Source: an optimization exercise on an open RTL-to-GDS flow (aim: a short achievable clock period and few clock cycles). Production flows keep margins and buffers that such runs may drop.
RTL that was checked went through simulation tests only; none was proved equivalent to the original.
Power is estimated from default activity; no workload was simulated.

## rv_core
module rv_core #(
    parameter int mem_words   = 262144,
    parameter int dmem_addr_w = 18,
    parameter int imem_addr_w = 15
) (
    input  wire                            clk,
    input  wire                            rst,
    output logic [imem_addr_w-1:0]         imem_addr,
    input  wire [31:0]                     imem_data,
    output logic [dmem_addr_w-1:0]         dmem_addr,
    output logic [31:0]                    dmem_wdata,
    output logic                           dmem_we,
    input  wire [31:0]                     dmem_rdata,
    output logic                           halted,
    output logic [39:0]                    retired
);
Settings: LEC_CHECK=0, ABC_CLOCK_PERIOD_IN_PS=2400, CAP_MARGIN=20, CORE_MARGIN=2, CORE_UTILIZATION=40, PLACE_DENSITY=0.6, SETUP_SLACK_MARGIN=3.6, SLEW_MARGIN=20; clock period 6.0 ns.
run.sh (not shown) runs the stock make flow with config.mk's settings and CLKGATE_MAP_FILE= SYNTH_SCRIPT=/design/flow/synth_recipe.tcl, a recipe that flattens the netlist after the stock synthesis.
Next try:
--- a/flow/design.v
+++ b/flow/design.v
@@ -257,35 +257,30 @@
     assign b2_early = d_imm ? imm_i : w2;
     logic [nbtb-1:0] hit;
     logic            pred;
     logic [31:0]     pred_pc;
     always_comb begin
         pred_pc = '0;
         for (int i = 0; i < nbtb; i++) begin
             hit[i] = btb_v[i] & (btb_tag[i] == pc_f);
             pred_pc = pred_pc | ({32{hit[i]}} & btb_tgt[i]);
         end
     end
     assign pred = |hit;
-    logic        spred;
-    logic [31:0] spc;
-    logic        spc_co;
-    rv_ks_add #(.w(32)) u_spc (.a(pc_f), .b(imm_bj), .cin(1'b0), .s(spc), .cout(spc_co));
-    assign spred = d_jal | (d_br & imem_data[31]);
     logic [31:0] pc_f4;
     logic        pc4_co;
     rv_ks_add #(.w(30)) u_pc4 (.a(pc_f[31:2]), .b(30'd1), .cin(1'b0), .s(pc_f4[31:2]), .cout(pc4_co));
     assign pc_f4[1:0] = pc_f[1:0];
     logic [31:0] norm, x_t, x_nt, x_nb, pc_next;
-    assign norm = stall ? pc_f : (pred ? pred_pc : (spred ? spc : pc_f4));
+    assign norm = stall ? pc_f : (pred ? pred_pc : pc_f4);
     assign x_t  = ex_pred ? norm : tgt;
     assign x_nt = ex_pred ? ex_pc4 : norm;
     always_comb begin
         if (ex_valid & ex_jalr)
             x_nb = {sum[31:1], 1'b0};
         else if (ex_valid & ex_jal & ~ex_pred)
             x_nb = tgt;
         else if (ex_valid & ~ex_jal & ex_pred)
             x_nb = ex_pc4;
         else
             x_nb = norm;
     end
@@ -322,25 +317,25 @@
         ex_sub    <= d_sub;
         ex_beq    <= d_br & (f3 == 3'b000);
         ex_bne    <= d_br & (f3 == 3'b001);
         ex_blt    <= d_br & (f3 == 3'b100);
         ex_bge    <= d_br & (f3 == 3'b101);
         ex_sel_add <= (d_imm & (f3 == 3'b000)) | d_auipc |
                       (d_op & (f3 == 3'b000) & ((f7 == 7'b0000000) | (f7 == 7'b0100000)));
         ex_sel_xor <= (d_imm | d_op) & (f3 == 3'b100);
         ex_sel_and <= d_imm & (f3 == 3'b111);
         ex_sel_sll <= d_imm & (f3 == 3'b001);
         ex_sel_sra <= d_imm & (f3 == 3'b101);
         ex_const  <= d_lui ? imm_u : ((d_jal | d_jalr) ? pc_f4 : 32'd0);
-        ex_pred   <= pred | spred;
+        ex_pred   <= pred;
         ex_hit    <= hit;
         ex_sd_fwd <= sd_fwd;
         if (ex_load | ex_store) dmem_addr <= sum[dmem_addr_w+1:2];
         if (ex_store) dmem_wdata <= ex_sd_fwd ? dmem_rdata : ex_b2;
         s2_rd   <= ex_rd;
         s2_res  <= ex_res;
         s2_load <= ex_load;
         bu_pc   <= ex_pc;
         bu_tgt  <= tgt;
         bu_hit  <= ex_hit;
         if (!rst) begin
             pc_f     <= '0;
@@ -349,30 +344,30 @@
             s2_wr    <= 1'b0;
             bu_add   <= 1'b0;
             bu_del   <= 1'b0;
             dmem_we  <= 1'b0;
             halted   <= 1'b0;
             retired  <= '0;
             btb_v    <= '0;
             btb_ptr  <= '0;
         end else begin
             pc_f     <= pc_next;
             ia_n     <= ~pc_next[imem_addr_w+1:2];
             ex_valid <= fd_go;
-            s2_wr    <= ex_valid & ~halted & (ex_wr | (ex_load & (ex_rd != 5'd0)));
-            dmem_we  <= ex_valid & ~halted & ex_store;
+            s2_wr    <= ex_valid & (ex_wr | (ex_load & (ex_rd != 5'd0)));
+            dmem_we  <= ex_valid & ex_store;
             if (halt_now) halted <= 1'b1;
-            if (ex_valid & ~halted) retired <= ret_inc;
-            bu_add <= ex_valid & ~halted & act_taken & ~ex_pred;
-            bu_del <= ex_valid & ~halted & ~act_taken & ex_pred;
+            if (ex_valid) retired <= ret_inc;
+            bu_add <= ex_valid & act_taken & ~ex_pred;
+            bu_del <= ex_valid & ~act_taken & ex_pred;
             if (bu_add) begin
                 btb_v[btb_ptr]   <= 1'b1;
                 btb_tag[btb_ptr] <= bu_pc;
                 btb_tgt[btb_ptr] <= bu_tgt;
                 btb_ptr          <= btb_ptr + 1'b1;
             end else if (bu_del) begin
                 btb_v <= btb_v & ~bu_hit;
             end
         end
     end
 endmodule
 `default_nettype wire
Outcome:
- power climbs slightly
- sequential power stays flat
- cell count drops by a few percent
- clock skew drops by 0.040 ns
- via count drops by a few percent
- clock power drops by a few percent
- maximum frequency climbs by about a fifth
- global-route usage climbs by 0.12 points
- core utilization climbs by 0.58 points
- routed wire length drops slightly
- die area drops by a few percent
No functional check of the RTL was part of any run of this note.

---

Another version of the RTL of rv_core (not shown whole).
Size: about 170 I/O pins.
clock: 6.0 ns
lec_check: 0
abc_area: 1
abc_clock_period_in_ps: 2400
cap_margin: 20
core_margin: 2
core_utilization: 40
place_density: 0.6
setup_slack_margin: 3.6
slew_margin: 20
Testbench counts at the start, summed over its fixed seeds: cycles 77,747.
Then changed:
--- a/flow/design.v
+++ b/flow/design.v
@@ -153,15 +153,15 @@
     output logic [dmem_addr_w-1:0]         dmem_addr,
     output logic [31:0]                    dmem_wdata,
     output logic                           dmem_we,
     input  wire [31:0]                     dmem_rdata,
     output logic                           halted,
     output logic [39:0]                    retired
 );
-    localparam int nbtb = 2;
+    localparam int nbtb = 4;
     localparam logic [6:0] op_imm    = 7'b0010011;
     localparam logic [6:0] op_op     = 7'b0110011;
     localparam logic [6:0] op_lui    = 7'b0110111;
     localparam logic [6:0] op_auipc  = 7'b0010111;
     localparam logic [6:0] op_jal    = 7'b1101111;
     localparam logic [6:0] op_jalr   = 7'b1100111;
     localparam logic [6:0] op_branch = 7'b1100011;
@@ -182,15 +182,15 @@
     logic        ex_sd_fwd;
     logic        s2_wr, s2_load;
     logic [4:0]  s2_rd;
     logic [31:0] s2_res, s2_val;
     logic [nbtb-1:0] btb_v;
     logic [31:0]     btb_tag [0:nbtb-1];
     logic [31:0]     btb_tgt [0:nbtb-1];
-    logic [0:0]      btb_ptr;
+    logic [1:0]      btb_ptr;
     logic            bu_add, bu_del;
     logic [31:0]     bu_pc, bu_tgt;
     logic [nbtb-1:0] bu_hit;
     assign imem_addr = ~ia_n;
     logic [31:0] sum, tgt, ex_res, x_xor, x_and, x_sll, x_sra;
     logic        eq, lt, taken, act_taken, redirect, halt_now, jalr_self;
     logic sum_co, tgt_co, ge_s;
What happened: The new run produced a clean layout; die area grows by 6.2%; utilization grows by 0.64 points; synthesized area grows by 6.2%; wire length grows by 7.9%; clock skew is about the same; final area grows by about 8%; sequential power grows by about 9%; global-route usage grows by 0.74 points; total power grows by about 6%; via count grows by about 6%; flip-flop and latch count grows by 133; fmax shrinks by 3.3%.
Testbench counts after the change, summed over its fixed seeds: cycles 77,742.

==> re-timing with driven ports <==
How much do the figures lean on ideal ports? The routed layouts below were timed once more, with nothing changed but the port constraints.
Step 1, drivers: a clkbuf_16 drives clk and a buf_2 each remaining input, both assumed.
Step 2, shift: input delay + t, output delay - t, t = (earliest + latest rising clock arrival at the registers) / 2. This alone moves slack from input paths to output paths.
Slacks: no drivers / after step 1 / after step 2; pairs: no drivers / after step 1.
run | shift t [ns] | setup slack, ns | hold slack, ns | latest minus earliest clock arrival (ns)
the first run of note 1 | 0.960 | 1.728 / 1.786 / 0.826 | 0.323 / 0.323 / 0.323 | 0.085 / 0.085
the second run of note 1 | 0.968 | 2.440 / 2.440 / 1.754 | 0.322 / 0.322 / 0.322 | 0.049 / 0.050
the first run of note 2 | 0.952 | 3.202 / 2.897 / 1.946 | 0.326 / 0.326 / 0.326 | 0.065 / 0.065
the second run of note 2 | 1.006 | 3.105 / 2.832 / 1.827 | 0.326 / 0.326 / 0.326 | 0.069 / 0.069
After both steps every run listed still meets setup and hold. The setup slack of the second run of note 2, which loses most, moves by -0.273 ns with the drivers and by -1.278 ns with both steps.
